What follows belongs to an exercise in optimizing a design on an open flow for small area; a production flow would make more cautious choices.
The RTL was checked by simulation tests, not by an equivalence proof against the original design.
Power figures rest on the tool's default switching activity, not on a simulated workload.

## flow/config.mk

```make
export PLATFORM = sky130hd
export DESIGN_NAME = mipsCore
export DESIGN_NICKNAME = mipsCore
export VERILOG_FILES = /design/flow/design.v
export SDC_FILE = /design/flow/constraint.sdc
export NUM_CORES = 4
export LEC_CHECK = 0
export CAP_MARGIN = 20
export CORE_MARGIN = 2
export CORE_UTILIZATION = 40
export CTS_BUF_LIST = sky130_fd_sc_hd__clkbuf_8
export CTS_CLUSTER_DIAMETER = 50
export CTS_CLUSTER_SIZE = 20
export SLEW_MARGIN = 20
export SYNTH_HIERARCHICAL = 1
export SYNTH_MINIMUM_KEEP_SIZE = 0
```

## flow/constraint.sdc

```tcl
create_clock -name core_clock -period 10.0 [get_ports {clk}]
set_input_delay 2.0000 -clock core_clock [delete_from_list [all_inputs] [get_ports {clk}]]
set_output_delay 2.0000 -clock core_clock [all_outputs]
set_load 0.01 [all_outputs]
```

## flow/design.v

```verilog
`default_nettype none
package mipsPkg;
	localparam int DataWidth = 32;
	localparam int RegAddrWidth = 5;
	localparam int RegCount = 32;
	typedef logic [DataWidth-1:0] word_t;
	typedef logic [RegAddrWidth-1:0] regAddr_t;
endpackage
`default_nettype wire
`timescale 1ns/1ps
`default_nettype none
module mux2c (
	input logic a,
	input logic b,
	input logic s,
	output logic q
);
	assign q = s ? b : a;
endmodule
module mux4c (
	input logic [3:0] d,
	input logic [1:0] s,
	output logic q
);
	assign q = s[1] ? (s[0] ? d[3] : d[2]) : (s[0] ? d[1] : d[0]);
endmodule
module nand2c (
	input logic a,
	input logic b,
	output logic q
);
	assign q = !(a && b);
endmodule
module regWritePredec (
	input logic [4:0] dest,
	input logic wen,
	input logic clr,
	output logic [3:0] hi,
	output logic [7:0] lo
);
	always_comb begin
		for (int j = 0; j < 4; j++)
			hi[j] = clr || (wen && dest[4:3] == j[1:0]);
		for (int j = 0; j < 8; j++)
			lo[j] = clr || (dest[2:0] == j[2:0]);
	end
endmodule
module regReadMux (
	input logic [31:0] bits,
	input logic [4:0] addr,
	output logic q
);
	logic [7:0] l1;
	logic [1:0] l2;
	genvar i;
	generate
		for (i = 0; i < 8; i++) begin : g_l1
			mux4c u_m (.d(bits[4*i+3:4*i]), .s(addr[1:0]), .q(l1[i]));
		end
		for (i = 0; i < 2; i++) begin : g_l2
			mux4c u_m (.d(l1[4*i+3:4*i]), .s(addr[3:2]), .q(l2[i]));
		end
	endgenerate
	mux2c u_m3 (.a(l2[0]), .b(l2[1]), .s(addr[4]), .q(q));
endmodule
module immMux (
	input logic [15:0] imm,
	input logic [4:0] ph,
	output logic q
);
	logic [3:0] l1;
	logic l2;
	genvar i;
	generate
		for (i = 0; i < 4; i++) begin : g_l1
			mux4c u_m (.d(imm[4*i+3:4*i]), .s(ph[1:0]), .q(l1[i]));
		end
	endgenerate
	mux4c u_m2 (.d(l1), .s(ph[3:2]), .q(l2));
	mux2c u_m3 (.a(l2), .b(imm[15]), .s(ph[4]), .q(q));
endmodule
`default_nettype wire
`timescale 1ns/1ps
`default_nettype none
module mipsCore (
	input logic clk,
	input logic reset,
	input logic instrReq,
	input mipsPkg::word_t instr,
	output logic instrAck,
	output logic regWrite,
	output mipsPkg::regAddr_t regWrAddr,
	output mipsPkg::word_t regWrData
);
	logic [5:0] opc, fn;
	logic [4:0] rsF, rtF, rdF, sa;
	logic isAddi, isR, isShift, isAlu, valid, isLeft, isSra, isSub, isAnd;
	assign opc = instr[31:26];
	assign fn = instr[5:0];
	assign rsF = instr[25:21];
	assign rtF = instr[20:16];
	assign rdF = instr[15:11];
	assign sa = instr[10:6];
	assign isAddi = (opc == 6'b001000);
	assign isR = (opc == 6'b000000);
	assign isShift = isR && (fn[5:2] == 4'b0000) && (fn[1:0] != 2'b01);
	assign isAlu = isR && (fn[5:3] == 3'b100) && (fn[0] == 1'b0) && (fn[2:1] != 2'b11);
	assign valid = isAddi || isShift || isAlu;
	assign isLeft = !fn[1];
	assign isSra = fn[0];
	assign isSub = !isAddi && fn[1];
	assign isAnd = !isAddi && fn[2];
	logic [4:0] ph;
	logic run, cpy, ack, wr, clr;
	logic [3:0] q;
	logic c, d0, d1;
	logic [31:0] o;
	logic [31:0] rbits;
	logic [4:0] dest, raddr;
	logic rbit, wbit, last, wen;
	logic [31:0] rf [1:31];
	assign dest = isAddi ? rtF : rdF;
	assign raddr = cpy ? rtF : rsF;
	assign rbits[0] = 1'b0;
	regReadMux u_rd (.bits(rbits), .addr(raddr), .q(rbit));
	logic [3:0] selHi;
	logic [7:0] selLo;
	regWritePredec u_dec (.dest(dest), .wen(wen), .clr(clr), .hi(selHi), .lo(selLo));
	genvar gi;
	generate
		for (gi = 1; gi < 32; gi++) begin : g_reg
			logic [31:0] ring;
			logic ins, selN;
			nand2c u_sel (.a(selHi[gi / 8]), .b(selLo[gi % 8]), .q(selN));
			mux2c u_ins (.a(wbit), .b(ring[0]), .s(selN), .q(ins));
			always_ff @(posedge clk)
				ring <= {ins, ring[31:1]};
			assign rbits[gi] = ring[0];
		end
	endgenerate
	logic immBit, srcB, cin, bb, sum, cout, alu, lres, rres, res, onext;
	immMux u_imm (.imm(instr[15:0]), .ph(ph), .q(immBit));
	assign srcB = isAddi ? immBit : rbit;
	assign cin = (ph == 5'd0) ? isSub : c;
	assign bb = o[0] ^ isSub;
	assign sum = rbit ^ bb ^ cin;
	assign cout = (rbit & bb) | (cin & (rbit ^ bb));
	assign alu = isAnd ? (rbit & o[0]) : sum;
	logic k1, k2;
	assign k1 = (q == 4'd0) && sa[0];
	assign k2 = (q != 4'd0);
	always_comb begin
		if (k2)
			lres = (ph[4:1] == 4'd0) ? 1'b0 : d1;
		else if (k1)
			lres = (ph == 5'd0) ? 1'b0 : d0;
		else
			lres = o[0];
		if (k2)
			rres = (ph == 5'd31) ? (isSra & o[0]) : (ph == 5'd30) ? (isSra & o[1]) : o[2];
		else if (k1)
			rres = (ph == 5'd31) ? (isSra & o[0]) : o[1];
		else
			rres = o[0];
	end
	assign res = isShift ? (isLeft ? lres : rres) : alu;
	assign onext = cpy ? srcB : res;
	assign last = isShift ? (q == sa[4:1]) : 1'b1;
	assign wen = run && !cpy && last;
	assign wbit = res && !clr;
	always_ff @(posedge clk) begin
		o <= {onext, o[31:1]};
		d0 <= o[0];
		d1 <= d0;
		c <= cout;
		if (reset) begin
			ph <= '0;
			run <= 1'b0;
			ack <= 1'b0;
			wr <= 1'b0;
			clr <= 1'b1;
		end else begin
			ph <= ph + 5'd1;
			wr <= 1'b0;
			if (ph == 5'd31)
				clr <= 1'b0;
			if (ack && !instrReq)
				ack <= 1'b0;
			if (!run && !ack && instrReq) begin
				if (!valid) begin
					ack <= 1'b1;  
				end else if (ph == 5'd31) begin
					run <= 1'b1;
					cpy <= 1'b1;
					q <= '0;
				end
			end
			if (run && ph == 5'd31) begin
				if (cpy) begin
					cpy <= 1'b0;
				end else if (last) begin
					run <= 1'b0;
					ack <= 1'b1;
					wr <= 1'b1;
				end else begin
					q <= q + 4'd1;
				end
			end
		end
	end
	assign instrAck = ack;
	assign regWrite = wr;
	assign regWrAddr = dest;
	assign regWrData = o;
endmodule
`default_nettype wire
```

## flow/flow/run.sh

```bash
#!/bin/bash
# Own layout flow: the standard flow (standard.sh, unchanged synthesis),
# with three layout changes:
#  - port buffers use the smallest buffer cell (buf_1);
#  - after floorplan, combinational cells are swapped for the smallest cell of
#    the same function (later repair steps upsize where timing needs it);
#  - clock tree synthesis without dummy loads and with larger sink clusters.
set -euo pipefail
here=$(pwd)
export BUFFER_PORTS_ARGS="-buffer_cell sky130_fd_sc_hd__buf_1"
export POST_FLOORPLAN_TCL="$here/flow/downsize.tcl"
export CTS_ARGS="-sink_clustering_enable -repair_clock_nets -dont_use_dummy_load -buf_list sky130_fd_sc_hd__clkbuf_8 -sink_clustering_size 20 -sink_clustering_max_diameter 50"
bash standard.sh > "$here/standard.log" 2>&1
```

## flow/flow/downsize.tcl

```tcl
sta::make_equiv_cells [get_libs *]
# Swap every combinational cell for the smallest cell of the same function
# (same footprint pins); flip-flops and physical cells are left alone.
set n 0; set saved 0.0
foreach inst [get_cells *] {
  set lc [get_lib_cell -of_objects $inst]
  if {$lc == ""} continue
  set name [get_name $lc]
  if {[string match *df* $name] || [string match *tap* $name] || [string match *fill* $name] || [string match *conb* $name]} continue
  set equivs [sta::find_equiv_cells $lc]
  if {[llength $equivs] < 2} continue
  set best $lc; set barea [get_property $lc area]
  foreach e $equivs {
    set en [get_name $e]; if {[string match *lpflow* $en] || [string match *probe* $en]} continue
    set a [get_property $e area]
    if {$a < $barea} { set best $e; set barea $a }
  }
  if {[get_name $best] ne $name} {
    set saved [expr {$saved + [get_property $lc area] - $barea}]
    replace_cell $inst [get_name $best]
    incr n
  }
}
puts "downsize: replaced $n cells, saved [format %.1f $saved] um2"
```

## flow/standard.sh

```bash
#!/bin/bash
# synth_recipe.tcl (not shown) runs the flow's synth.tcl, then flattens the netlist and writes it again
# the make line also repeats each setting of config.mk as NAME=value (left out here)
make -C /OpenROAD-flow-scripts/flow DESIGN_CONFIG=/design/flow/config.mk WORK_HOME=/design/flow/orfs CLKGATE_MAP_FILE= SYNTH_SCRIPT=/design/flow/synth_recipe.tcl "${@:-finish}"
```

==> run notes, run 1 <==
- Outcome: complete, no violations
- Inserted Clock Buffers: 71
- Multiplexer fraction of the synthesized cell area: 4.37%
- Die W: 243 um
- Crit path arrival time: 3500 ps
- Final weighted congestion in routability-driven placement: 0.835
- Synthesized instance count: 1256
- Area Overhead vs Synth: 8.93%
- Vias per inst: 3.92
- Worst min-delay path category: reg -> reg
- Largest net degree at the start of global routing: 32
- Remaining number of nets flagged by the antenna check after routing: 0
- Highest-delay cell along the critical path: mux2_2
- Io pins: 74
- Core area: 56400 um^2
- Height of the chip: 243 um
- Type of the worst setup path: in -> out
- Relative slew margins: 42.7%
- Count of synthesis-stage warnings from yosys: 8
- Count of max-cap constraint violations: 0
- Simple-gate share of the synthesized area: 1.68%
- Startpoint class of the critical path: input port
- RSZ-0062 raised after global routing: false
- Worst IR drop on VDD: 0.000131 V
- Number of setup violations in the final report: 0
- Number of nets produced by synthesis: 1298
- Syn Std Cell Area: 22800 um^2
- Global router's overall resource usage: 9.88%
- Synth Register Bits: 1041
- Final worst path period share: 55.0%
- Critical path cell sequence: buf_1, nor3_1, and2_0, nand2_1, mux2_2, buf_1
- Initial core utilization: 40.4%
- Minimum clock period after layout: 5500 ps
- Capturing element type of the critical path: output port
- Number of design rule violations left after detail routing: 0
- Routed vias: 8459
- Overall overflow remaining after global route: 0
- Die area: 58900 um^2
- Post-detailed-placement half-perimeter wirelength: 17800 um
- Max Clk Rate: 182 MHz
- CTS H-tree lvls: 3
- Share of the core filled with cells: 44.1%
- Transition time at the pin with the least slew margin: 858 ps
- Initial DRC Count: 397
- Register clock-pin slew on the reported worst setup and hold paths: 110 ps
- Synth unique cells: 49
- Reg-to-reg slack, setup: 6020 ps
- Mean cell area of the mapped netlist: 18.2 um^2
- Fraction of the mapped netlist area in adder cells: 0.417%
- CP required: 8000 ps
- Final net count: 1443
- DRT Pass-1 Iters: 4
- Fraction of layout instances using a drive strength above 1: 7.22%
- Drt total wl: 28400 um
- Number of gates resized after cts: 0
- Most frequent CP cell: buf_1
- Clock Latency Late Sink: 640 ps
- Average wire per standard cell: 13.2 um
- Largest fanout on the critical path: 7
- Power Density: 241 nW/um^2
- Share of synthesized area occupied by flip-flops and latches: 91.6%
- Max Transition Viols Final: 0
- Root buffer selected by CTS: clkbuf_8
- Most used flip-flop cell after synthesis: dfxtp_1
- Vias in the first global route: 8372
- Total negative setup slack: 0 ps
- Number of antenna violations at the first check in global routing: 2
- Clock Tree Buf Depth: 3
- Leakage power: 9.95 nW
- Number of port buffers: 73
- CP max stage delay: 410 ps
- First-pass GRT wire length: 45100 um
- Post-route clock skew: 71.2 ps
- Post-CTS setup buffer count: 0
- Combinational family with the most area after synthesis: multiplexers
- Number of core rows: 87
- Post-CTS Hold Fix Bufs: 0
- Number of synthesized flops with an enable pin: 5
- Final hold violation count: 0
- Fraction of the mapped netlist area in compound gates: 1.26%
- XOR/XNOR Fraction of Synth Area: 0.307%
- Share of flip-flops with an asynchronous set or reset after synthesis: 0%
- Sinks on Clock Net: 1041
- Clock tree from TritonCTS: built
synthesized netlist by cell type (3+ instances only):
cell	count	area share [%]
a21oi_1	4	0.088
dfxtp_1	1036	91
edfxtp_1	5	0.66
ha_1	6	0.33
inv_1	17	0.28
mux2_2	10	0.49
mux2_4	33	2.2
mux2i_1	5	0.22
mux4_2	15	1.5
nand2_1	44	0.72
nand2b_1	6	0.16
nand3_1	4	0.088
nand4_1	3	0.082
nor2_1	9	0.15
o21ai_0	3	0.066
o21bai_1	11	0.36
xnor2_1	7	0.27
cell families after synthesis:
kind of cell	Yosys count
and+or+nand+nor	81
adders and majority gates	7
xor gates and xnor gates	8
DFF	1041
buffers and inverters	19
muxes	63
AOI/OAI and AO/OA	36
other	1
modules after synthesis, one instance, submodules excluded, a selection:
module	flip-flops and latches	cells	copies in the design	area, um^2
mux2c	0	1	33	15.0
mipsCore	1041	1155	1	21700
nand2c	0	1	31	3.75
regWritePredec	0	22	1	136
mux4c	0	1	15	22.5
registers in the layout, summed over array words and instances (netlist names):
signal and cells:
ack 1, c 1, clr 1, cpy 1, d0 1, d1 1
g.ring 992, o 32, ph 5, q 4, run 1, wr 1
where the power goes:
part           internal (mW)  switching [mW]
clock network          0.640            1.10
logic                 0.0278          0.0373
registers               4.16          0.0158
placed cells by master (no fill, tap or decap), types with 2 or more instances in the layout:
| master | netlist | final |
|---|---|---|
| edfxtp_1 | 5 | 5 |
| a221oi_1 | 2 | 2 |
| mux2_1 | 0 | 33 |
| and2_0 | 0 | 2 |
| clkbuf_8 | 0 | 71 |
| a21oi_1 | 4 | 4 |
| nand4_1 | 3 | 3 |
| a21o_1 | 2 | 2 |
| nor3_1 | 2 | 2 |
| nor2_1 | 9 | 9 |
| inv_1 | 17 | 17 |
| o21bai_1 | 11 | 11 |
| and3_1 | 1 | 2 |
| o22ai_1 | 2 | 2 |
| ha_1 | 6 | 6 |
| nand3_1 | 4 | 4 |
| nand2b_1 | 6 | 6 |
| dfxtp_1 | 1036 | 1036 |
| nand2_1 | 44 | 45 |
| o21ai_0 | 3 | 4 |
| buf_1 | 0 | 73 |
| nor2b_1 | 2 | 2 |
| mux2_2 | 10 | 10 |
| diode_2 | 0 | 2 |
| mux4_2 | 15 | 15 |
| xnor2_1 | 7 | 7 |
| mux2i_1 | 5 | 5 |
metal layers:
metal  vias to the layer above  GRT usage [%]  share of wire, %  routed length (um)
met2                       202           13.9                39               11200
met5                         -              0                 0                   0
met4                         0           4.55               3.5                 988
li1                       4237              -                 -                   -
met1                      3948           13.7                51               14400
met3                        72           3.41               6.4                1820
metrics by stage:
stage	instance area, um^2	total power, mW	hold slack [ps]	worst slack, ps	cells
5_1_grt	24800	6.26	250	4290	2155
2_1_floorplan	22800	4.31	310	4310	1256
3_5_place_dp	23900	4.34	312	4490	2084
6_report	24800	5.99	256	4500	2157
3_3_place_gp	23900	4.34	310	4550	2084
4_1_cts	24800	6.09	256	4490	2155
cell type report:
cell class,instances,area [um^2]
flip-flops and latches,1041,20900
diodes,2,5.00
fillers,4952,31500
clock buffers,71,977
multi-input cells,196,1680
inverters,17,63.8
repair buffers,74,282
well taps,756,946
critical path: cells and delay by family:
| family | cells | cell delay (ps) |
|---|---|---|
| buf+inv | 2 | 220 |
| simple gates | 3 | 880 |
| mux | 1 | 410 |
final timing paths:
kind                       from                  to  cells after the start
max                   instr[28]        regWrAddr[0]                      6
min          g_reg[11].ring[27]  g_reg[11].ring[26]                      0
max reg2reg                 cpy   g_reg[6].ring[31]                     11
min reg2reg  g_reg[11].ring[27]  g_reg[11].ring[26]                      0
==> run 2, diff against run 1 <==
--- a/flow/config.mk
+++ b/flow/config.mk
@@ -8,8 +8,6 @@
 export CAP_MARGIN = 20
 export CORE_MARGIN = 2
-export CORE_UTILIZATION = 40
-export CTS_BUF_LIST = sky130_fd_sc_hd__clkbuf_8
-export CTS_CLUSTER_DIAMETER = 50
-export CTS_CLUSTER_SIZE = 20
+export CORE_UTILIZATION = 70
+export PLACE_DENSITY = 0.9
 export SLEW_MARGIN = 20
 export SYNTH_HIERARCHICAL = 1
==> run 2 against run 1 <==
  * Die area down 42%
  * Sequential power about the same
  * First-iteration DRC count up 11%
  * Count of clock-buffer cells in the layout down 11
  * Worst hold slack worse by 9.6 ps
  * Clock power down 7%
  * Cell count down 15%
  * Area after synthesis unchanged
  * Highest routed layer unchanged
  * Critical path depth unchanged
  * Largest power group unchanged
  * Maximum frequency up 0.37%
==> run notes, run 2 <==
- Vias per inst: 4.75 (+21%)
- Sinks on Clock Net: 1041 (unchanged)
- DRT Pass-1 Iters: 5 (+1)
- Area after DPL: 23500 um^2 (-1.7%)
- CP required: 8000 ps (about the same)
- Number of nets produced by synthesis: 1298 (unchanged)
- Drt total wl: 33100 um (+17%)
- R2R Path End: g_reg[6].ring[31]
- XOR/XNOR Fraction of Synth Area: 0.307% (unchanged)
- Worst min-delay path category: reg -> reg
- Top cells by count, synth: dfxtp_1 (1036), nand2_1 (44), mux2_4 (33)
- CP max stage delay: 410 ps (about the same)
- Power Density: 242 nW/um^2 (+0.28%)
- Final net count: 1431 (-0.83%)
- Part of the power in combinational logic: 1.1% (about the same)
- Most used flip-flop cell after synthesis: dfxtp_1
- Inserted Clock Buffers: 60 (-15%)
- Syn Std Cell Area: 22800 um^2 (unchanged)
- Synth Register Bits: 1041 (unchanged)
- Area Overhead vs Synth: 6.50%
- Remaining number of nets flagged by the antenna check after routing: 0 (unchanged)
- Max Transition Viols Final: 0 (unchanged)
- Count of synthesis-stage warnings from yosys: 8 (unchanged)
- Initial DRC Count: 441 (+11%)
- Post-route cell area: 24300 um^2 (-2.2%)
- Fraction of layout instances using a drive strength above 1: 6.49% (-0.73 points)
- Most frequent CP cell: buf_1
- Fraction of the mapped netlist area in compound gates: 1.26% (unchanged)
- Number of antenna violations at the first check in global routing: 5 (+3)
- Critical path cell sequence: buf_1, nor3_1, and2_0, nand2_1, mux2_2, buf_1
- Minimum clock period after layout: 5480 ps (-20.2 ps)
- Multiplexer fraction of the synthesized cell area: 4.37% (unchanged)
- Worst slack, placed: 4150 ps (-342 ps)
- Clock tree from TritonCTS: built
- Clock Latency Late Sink: 620 ps (-20 ps)
- Switching share of power: 19.4% (+0.093 points)
- Average wire per standard cell: 18.1 um (+38%)
- Leakage power: 9.86 nW (-0.85%)
- Most frequently used cell type in the post-synthesis netlist: dfxtp_1
- Number of design rule violations left after detail routing: 0 (unchanged)
- Type of the worst setup path: in -> out
- Commonest cells after routing, fill and taps aside: dfxtp_1 (1036), buf_1 (73), clkbuf_8 (60)
- Final worst path period share: 54.8% (-0.20 points)
- Startpoint class of the critical path: input port
- Startpoint of the tightest hold check path: g_reg[23].ring[29]
- Post-route clock skew: 64.8 ps (-6.37 ps)
- Relative slew margins: 29.1% (-14 points)
- Number of cells on the critical path: 6 (unchanged)
- Fraction of the mapped netlist area in adder cells: 0.417% (unchanged)
- Beginning of the worst register-to-register path: cpy
- Total buffers and inverters traversed by the critical path: 2 (unchanged)
- Height of the chip: 184 um (-24%)
- Highest-delay cell along the critical path: mux2_2
- RSZ-0062 raised after global routing: false
- Final hold violation count: 0 (unchanged)
- Cell internal pwr: 4.73 mW (-2.1%)
- Most area-consuming cells after synthesis: dfxtp_1 (91%), mux2_4 (2.2%), mux4_2 (1.5%), nand2_1 (0.72%), edfxtp_1 (0.66%)
- Clock Tree Buf Depth: 3 (unchanged)
- Path depth of the worst reg2reg path: 10 (-1)
- Share of power burned in registers: 71.2% (+1.4 points)
- Core area: 32300 um^2 (-43%)
- CTS H-tree lvls: 2 (-1)
- Worst path top cell family by delay: simple AND/OR/NAND/NOR gates
- Endpoint of the worst hold path: g_reg[23].ring[28]
- Register cell area after layout: 20900 um^2 (unchanged)
- Synth unique cells: 49 (unchanged)
- Registers with the highest flip-flop counts: g.ring: 992 flops, o: 32 flops, ph: 5 flops
- Multi-input logic area: 1680 um^2 (+0.15%)
- Mean cell area of the mapped netlist: 18.2 um^2 (unchanged)
- Die W: 184 um (-24%)
- Largest register by flop count: g.ring
- Vias in the first global route: 9295 (+11%)
- Post-CTS Hold Fix Bufs: 0 (unchanged)
- Most common cell after layout, fill and taps aside: dfxtp_1
- Combinational family with the most area after synthesis: multiplexers
- Share of flip-flops with an asynchronous set or reset after synthesis: 0% (unchanged)
- Simple-gate share of the synthesized area: 1.68% (unchanged)
- Worst Hold Depth: 0 (unchanged)
- Largest net degree at the start of global routing: 32 (unchanged)
- Max Clk Rate: 182 MHz (+0.37%)
- Final weighted congestion in routability-driven placement: 0.898 (+7.5%)
- Total power consumption of the routed design: 5.87 mW (-2.0%)
- Transition time at the pin with the least slew margin: 1060 ps (+205 ps)
- Count of max-cap constraint violations: 0 (unchanged)
- Number of synthesized flops with an enable pin: 5 (unchanged)
- Overall overflow remaining after global route: 0 (unchanged)
- Number of core rows: 66 (-24%)
- Io pins: 74 (unchanged)
- Clock power share: 27.6% (-1.5 points)
- Die area: 34000 um^2 (-42%)
- Synthesized instance count: 1256 (unchanged)
- Total negative setup slack: 0 ps (unchanged)
- Number of gates resized after cts: 0 (unchanged)
- Capturing element type of the critical path: output port
- Post-detailed-placement half-perimeter wirelength: 22100 um (+24%)
- Switching component of the power: 1.14 mW (-1.5%)
- Largest fanout on the critical path: 7 (unchanged)
- Global router's overall resource usage: 19.9% (+10 points)
- Register clock-pin slew on the reported worst setup and hold paths: 100 ps (about the same)
- Area fraction of the dominant cell type after synthesis: 90.9% (unchanged)
- Reg-to-reg slack, setup: 5390 ps (-630 ps)
- Number of port buffers: 73 (unchanged)
- Worst IR drop on VDD: 0.000161 V (+23%)
- Root buffer selected by CTS: clkbuf_8
- Number of setup violations in the final report: 0 (unchanged)
- Synth area leader: dfxtp_1
- Initial core utilization: 70.6% (+30 points)
- Smallest setup slack after layout: 4520 ps (+20.2 ps)
- Antenna cell count: 0 (-2)
- Filler cells: 1660 (-66%)
- Share of synthesized area occupied by flip-flops and latches: 91.6% (unchanged)
- Post-CTS setup buffer count: 0 (unchanged)
- Routed vias: 8687 (+2.7%)
- First-pass GRT wire length: 50100 um (+11%)
- Outcome: complete, no violations
- Crit path arrival time: 3480 ps (-20 ps)
- Number of flip-flops under the largest register name: 992 (unchanged)
==> run 2: cell counts after synthesis <==
Identical to the previous run, type by type.
==> run 2: worst reg2reg max path: stages, from the launching register on <==
cell      delay [ps]
edfxtp_1         610
mux2_2           510
mux4_2           560
mux4_2           490
mux2_1           380
fa_1             550
inv_1             40
mux2i_1          130
o32ai_1          150
nor2_2           830
mux2_1           260
==> run 2: logic make-up after synthesis <==
| family | count (synthesis) |
|---|---|
| flip-flops | 1041 |
| AND/OR/NAND/NOR | 81 |
| multiplexers | 63 |
| AO/OA/AOI/OAI | 36 |
| buffers and inverters | 19 |
| XOR/XNOR | 8 |
| adder cells (fa/ha/maj) | 7 |
| other | 1 |
==> run 2: worst max path at each step <==
stage               slack, ps      start            endpoint
finish                   4520  instr[28]        regWrAddr[0]
global route             4350  instr[28]        regWrAddr[1]
CTS                      4540  instr[28]        regWrAddr[0]
detailed placement       4150  instr[16]  g_reg[25].ring[31]
global placement         3990  instr[16]  g_reg[20].ring[31]
floorplan                4310  instr[16]  g_reg[10].ring[31]
==> run 2: power by group through the flow <==
stage | clock network [mW] | registers [mW] | logic (mW)
after floorplan | 0 | 4.28 | 0.0325
after global placement | 0 | 4.27 | 0.0626
after detailed placement | 0 | 4.28 | 0.0651
after CTS | 1.65 | 4.18 | 0.0659
after global routing | 1.79 | 4.18 | 0.0729
final | 1.62 | 4.18 | 0.0666
==> run 2: modules after synthesis (local to each module, per instance), a selection <==
module | flip-flops and latches | area [um^2] | copies in the design | cells inside
mux4c | 0 | 22.5 | 15 | 1
mux2c | 0 | 15.0 | 33 | 1
regWritePredec | 0 | 136 | 1 | 22
nand2c | 0 | 3.75 | 31 | 1
mipsCore | 1041 | 21700 | 1 | 1155
==> run 2: metal layers <==
layer | up-vias | GRT usage (%) | part of all wire (%)
li1 | 4218 | - | -
met1 | 4069 | 24.5 | 42
met2 | 291 | 34.4 | 48
met3 | 109 | 3.75 | 5.4
met4 | 0 | 8.61 | 4.0
met5 | - | 0 | 0
==> run 2: area by class of cell <==
type                       count  share of cell area, %
tap                          442                   2.28
sequential                  1041                   86.0
multi-input combinational    196                   6.92
clock buffer                  60                   3.40
inverter                      17                  0.263
timing repair buffer          73                   1.13
==> run 2: metrics by stage <==
step           util [%]  cells  hold WS [ps]
2_1_floorplan         -   1256           310
3_3_place_gp       72.7   1769           310
3_5_place_dp       72.7   1769           312
4_1_cts            75.2   1829           247
5_1_grt            75.2   1829           241
6_report           75.2   1829           246
==> run 3, diff against run 2 <==
--- a/flow/design.v
+++ b/flow/design.v
@@ -147,7 +147,8 @@
 	assign cout = (rbit & bb) | (cin & (rbit ^ bb));
 	assign alu = isAnd ? (rbit & o[0]) : sum;
-	logic k1, k2;
-	assign k1 = (q == 4'd0) && sa[0];
-	assign k2 = (q != 4'd0);
+	logic k1, k2, qz;
+	assign qz = (q == 4'd0);
+	assign k1 = qz && sa[0];
+	assign k2 = !qz;
 	always_comb begin
 		if (k2)
@@ -166,5 +167,5 @@
 	assign res = isShift ? (isLeft ? lres : rres) : alu;
 	assign onext = cpy ? srcB : res;
-	assign last = isShift ? (q == sa[4:1]) : 1'b1;
+	assign last = qz || !isShift;
 	assign wen = run && !cpy && last;
 	assign wbit = res && !clr;
@@ -193,5 +194,5 @@
 					run <= 1'b1;
 					cpy <= 1'b1;
-					q <= '0;
+					q <= sa[4:1];
 				end
 			end
@@ -204,5 +205,5 @@
 					wr <= 1'b1;
 				end else begin
-					q <= q + 4'd1;
+					q <= q - 4'd1;
 				end
 			end
==> run 3 against run 2 <==
  * Utilization fell by 0.21 points
  * Largest cell class unchanged
  * Count of clock-buffer cells in the layout fell by 2
  * Highest routed layer unchanged
  * First-iteration DRC count rose by 8.4%
  * Still clean on timing, DRC and antenna
  * Sequential share of layout area rose by 0.24 points
  * Maximum frequency fell by 4.9%
  * Register-to-register slack improved by 450 ps
  * Combinational power fell by 6.8%
==> run notes, run 3 <==
- Max Clk Rate: 173 MHz (-4.9%)
- Die W: 184 um (about the same)
- Global router's overall resource usage: 20.0% (+0.16 points)
- Remaining number of nets flagged by the antenna check after routing: 0 (unchanged)
- Register clock-pin slew on the reported worst setup and hold paths: 110 ps (about the same)
- Clock Tree Buf Depth: 3 (unchanged)
- Number of design rule violations left after detail routing: 0 (unchanged)
- Type of the worst setup path: in -> out
- Worst hold-check slack: 298 ps (+51.8 ps)
- Synth unique cells: 45 (-8.2%)
- Top cells by count, synth: dfxtp_1 (1036), nand2_1 (43), mux2_4 (33)
- Io pins: 74 (unchanged)
- Transition time at the pin with the least slew margin: 931 ps (-131 ps)
- Worst Hold Depth: 0 (unchanged)
- Crit path arrival time: 3760 ps (+280 ps)
- Leakage power: 9.80 nW (-0.61%)
- Fraction of the mapped netlist area in adder cells: 0.363% (-0.054 points)
- Mean cell area of the mapped netlist: 18.1 um^2 (-0.36%)
- Routed vias: 8767 (+0.92%)
- Initial core utilization: 70.5% (-0.14 points)
- Synth area leader: dfxtp_1
- Largest register by flop count: g.ring
- Drt total wl: 33400 um (+0.81%)
- Synth Register Bits: 1041 (unchanged)
- Number of port buffers: 73 (unchanged)
- Outcome: complete, no violations
- Combinational family with the most area after synthesis: multiplexers
- Capturing element type of the critical path: output port
- Largest net degree at the start of global routing: 32 (unchanged)
- Core area: 32300 um^2 (unchanged)
- Height of the chip: 184 um (about the same)
- Count of max-cap constraint violations: 0 (unchanged)
- Simple-gate share of the synthesized area: 1.74% (+0.064 points)
- Fraction of the mapped netlist area in compound gates: 1.23% (-0.030 points)
- CP required: 8000 ps (about the same)
- Share of flip-flops with an asynchronous set or reset after synthesis: 0% (unchanged)
- Startpoint class of the critical path: input port
- Highest-delay cell along the critical path: or3b_1
- Root buffer selected by CTS: clkbuf_8
- Overall overflow remaining after global route: 0 (unchanged)
- Share of synthesized area occupied by flip-flops and latches: 91.8% (+0.19 points)
- Worst IR drop on VDD: 0.000173 V (+7.1%)
- Number of nets produced by synthesis: 1299 (+0.077%)
- CTS H-tree lvls: 2 (unchanged)
- Final weighted congestion in routability-driven placement: 0.866 (-3.5%)
- Path depth of the worst reg2reg path: 11 (+1)
- Post-detailed-placement half-perimeter wirelength: 22000 um (-0.57%)
- Most used flip-flop cell after synthesis: dfxtp_1
- Worst slack, placed: 4260 ps (+109 ps)
- Clock Latency Late Sink: 660 ps (+40 ps)
- CP max stage delay: 570 ps (+160 ps)
- Most area-consuming cells after synthesis: dfxtp_1 (91%), mux2_4 (2.2%), mux4_2 (1.5%), nand2_1 (0.71%), edfxtp_1 (0.66%)
- Post-route clock skew: 75.7 ps (+10.9 ps)
- Clock tree from TritonCTS: built
- Worst min-delay path category: reg -> reg
- Relative slew margins: 37.8% (+8.7 points)
- Critical path cell sequence: buf_1, or4_1, or3b_1, mux2_2, buf_1
- Fraction of layout instances using a drive strength above 1: 6.29% (-0.20 points)
- Number of antenna violations at the first check in global routing: 4 (-1)
- First-pass GRT wire length: 50100 um (+0.14%)
- Minimum clock period after layout: 5760 ps (+282 ps)
- Most frequent CP cell: buf_1
- Inserted Clock Buffers: 58 (-3.3%)
- Commonest cells after routing, fill and taps aside: dfxtp_1 (1036), buf_1 (73), clkbuf_8 (58)
- Multiplexer fraction of the synthesized cell area: 4.39% (+0.020 points)
- Vias in the first global route: 9050 (-2.6%)
- Number of setup violations in the final report: 0 (unchanged)
- Vias per inst: 4.80 (+1.0%)
- Average wire per standard cell: 18.3 um (+0.92%)
- Largest fanout on the critical path: 9 (+2)
- Sinks on Clock Net: 1041 (unchanged)
- Die area: 34000 um^2 (-0.20%)
- Final worst path period share: 57.6% (+2.8 points)
- DRT Pass-1 Iters: 5 (unchanged)
- Number of core rows: 66 (unchanged)
- Power Density: 241 nW/um^2 (about the same)
- Final hold violation count: 0 (unchanged)
- Syn Std Cell Area: 22800 um^2 (-0.20%)
- Synthesized instance count: 1258 (+0.16%)
- Number of synthesized flops with an enable pin: 5 (unchanged)
- RSZ-0062 raised after global routing: false
- Most common cell after layout, fill and taps aside: dfxtp_1
- Total negative setup slack: 0 ps (unchanged)
- Initial DRC Count: 478 (+8.4%)
- Number of gates resized after cts: 0 (unchanged)
- Post-CTS setup buffer count: 0 (unchanged)
- Most frequently used cell type in the post-synthesis netlist: dfxtp_1
- Final net count: 1427 (-0.28%)
- Count of synthesis-stage warnings from yosys: 8 (unchanged)
- Max Transition Viols Final: 0 (unchanged)
- Area fraction of the dominant cell type after synthesis: 91.1% (+0.18 points)
- Post-CTS Hold Fix Bufs: 0 (unchanged)
- Area Overhead vs Synth: 6.42% (about the same)
- XOR/XNOR Fraction of Synth Area: 0.115% (-0.19 points)
- Smallest setup slack after layout: 4240 ps (-282 ps)
- Number of flip-flops under the largest register name: 992 (unchanged)
- Registers with the highest flip-flop counts: g.ring: 992 flops, o: 32 flops, ph: 5 flops
-- run 3: cell count changes in the layout (fill, tap and decap cells not counted), moves of 3 or more --
| cell | before | now |
|---|---|---|
| nor3_1 | 2 | 5 |
| inv_1 | 17 | 13 |
| o21ai_1 | 0 | 4 |
| xnor2_1 | 7 | 2 |
| nor2_1 | 8 | 13 |
-- run 3: final timing paths --
kind / slack, ps / from / end
worst max-delay path: 4240 / instr[31] / regWrAddr[1]
worst min-delay path: 300 / g_reg[27].ring[7] / g_reg[27].ring[6]
worst max register to register: 5840 / cpy / g_reg[1].ring[31]
worst min register to register: 300 / g_reg[27].ring[7] / g_reg[27].ring[6]
-- run 3: cells by family (layout without fill, tap and decap cells) --
group                    after synthesis  count (layout)
AO/OA/AOI/OAI                         40              40
buffers and inverters                 19             145
AND/OR/NAND/NOR                       85              85
adder cells (fa/ha/maj)                6               6
other                                  1               2
flip-flops                          1041            1041
XOR/XNOR                               3               3
multiplexers                          63              63
-- run 3: critical path: cells and delay by family --
| family | cells | cell delay [ps] |
|---|---|---|
| AND/OR/NAND/NOR | 2 | 1120 |
| buffers and inverters | 2 | 230 |
| multiplexers | 1 | 400 |
-- run 3: power by group --
part           leakage (nW)  internal [mW]  total, mW  switching (mW)
sequential             8.40           4.16       4.18          0.0145
combinational         0.990         0.0265     0.0621          0.0355
clock                 0.417          0.523       1.61            1.08
total                  9.80           4.71       5.85            1.13
-- run 3: per-module statistics from Yosys (local to each module, per instance), a selection --
module / cells / flops+latches
mipsCore: 1157 / 1041
nand2c: 1 / 0
regWritePredec: 22 / 0
mux4c: 1 / 0
mux2c: 1 / 0
-- run 3: per-layer routing --
metal  vias to the layer above  global-route usage (%)  part of all wire (%)
met5                         -                       0                     0
met4                         0                    8.93                   3.9
met3                        99                    4.03                   5.9
met2                       338                    33.7                    48
met1                      4130                    25.4                    42
li1                       4200                       -                     -
-- run 3: per-stage QoR --
stage	power (mW)	instance area, um^2	std cells	util (%)
finish	5.85	24200	1827	75.0
global route	6.03	24200	1826	75.0
CTS	5.88	24200	1826	75.0
detailed placement	4.33	23400	1768	72.5
global placement	4.33	23400	1768	72.5
floorplan	4.30	22800	1258	-
-- run 3: area by class of cell --
| cell class | instances | area [um^2] |
|---|---|---|
| repair buffers | 74 | 282 |
| multi-input cells | 198 | 1650 |
| well taps | 442 | 553 |
| flip-flops and latches | 1041 | 20900 |
| diodes | 1 | 2.50 |
| clock buffers | 58 | 798 |
| fillers | 1684 | 8070 |
| inverters | 13 | 48.8 |

## separate check: timing with driven ports
In the flow no input, the clock included, has a driving cell. The finished layouts below were timed again as built, in two steps. Step 1, drivers: a clkbuf_16 drives clk and a buf_2 each remaining input, both assumed. Step 2 times the ports against the registers' clock, not the clock port: input delays grow and output delays shrink by t, the midpoint of the rising clock arrivals with the driver on. Slacks: ideal / step 1 / step 2; pairs: ideal / step 1.
run	t, ns	setup WS [ns]	clock arrival spread, ns	worst data-port slew with drivers (ns)
run 1	0.650	4.497 / 4.477 / 4.477	0.088 / 0.088	0.06
run 2	0.639	4.517 / 4.496 / 4.075	0.086 / 0.087	0.05
run 3	0.663	4.235 / 4.202 / 4.202	0.076 / 0.076	0.04
After both steps setup and hold are still met in every run listed. The setup slack of run 2, which loses most, moves by -0.021 ns with the drivers and by -0.442 ns with both steps.
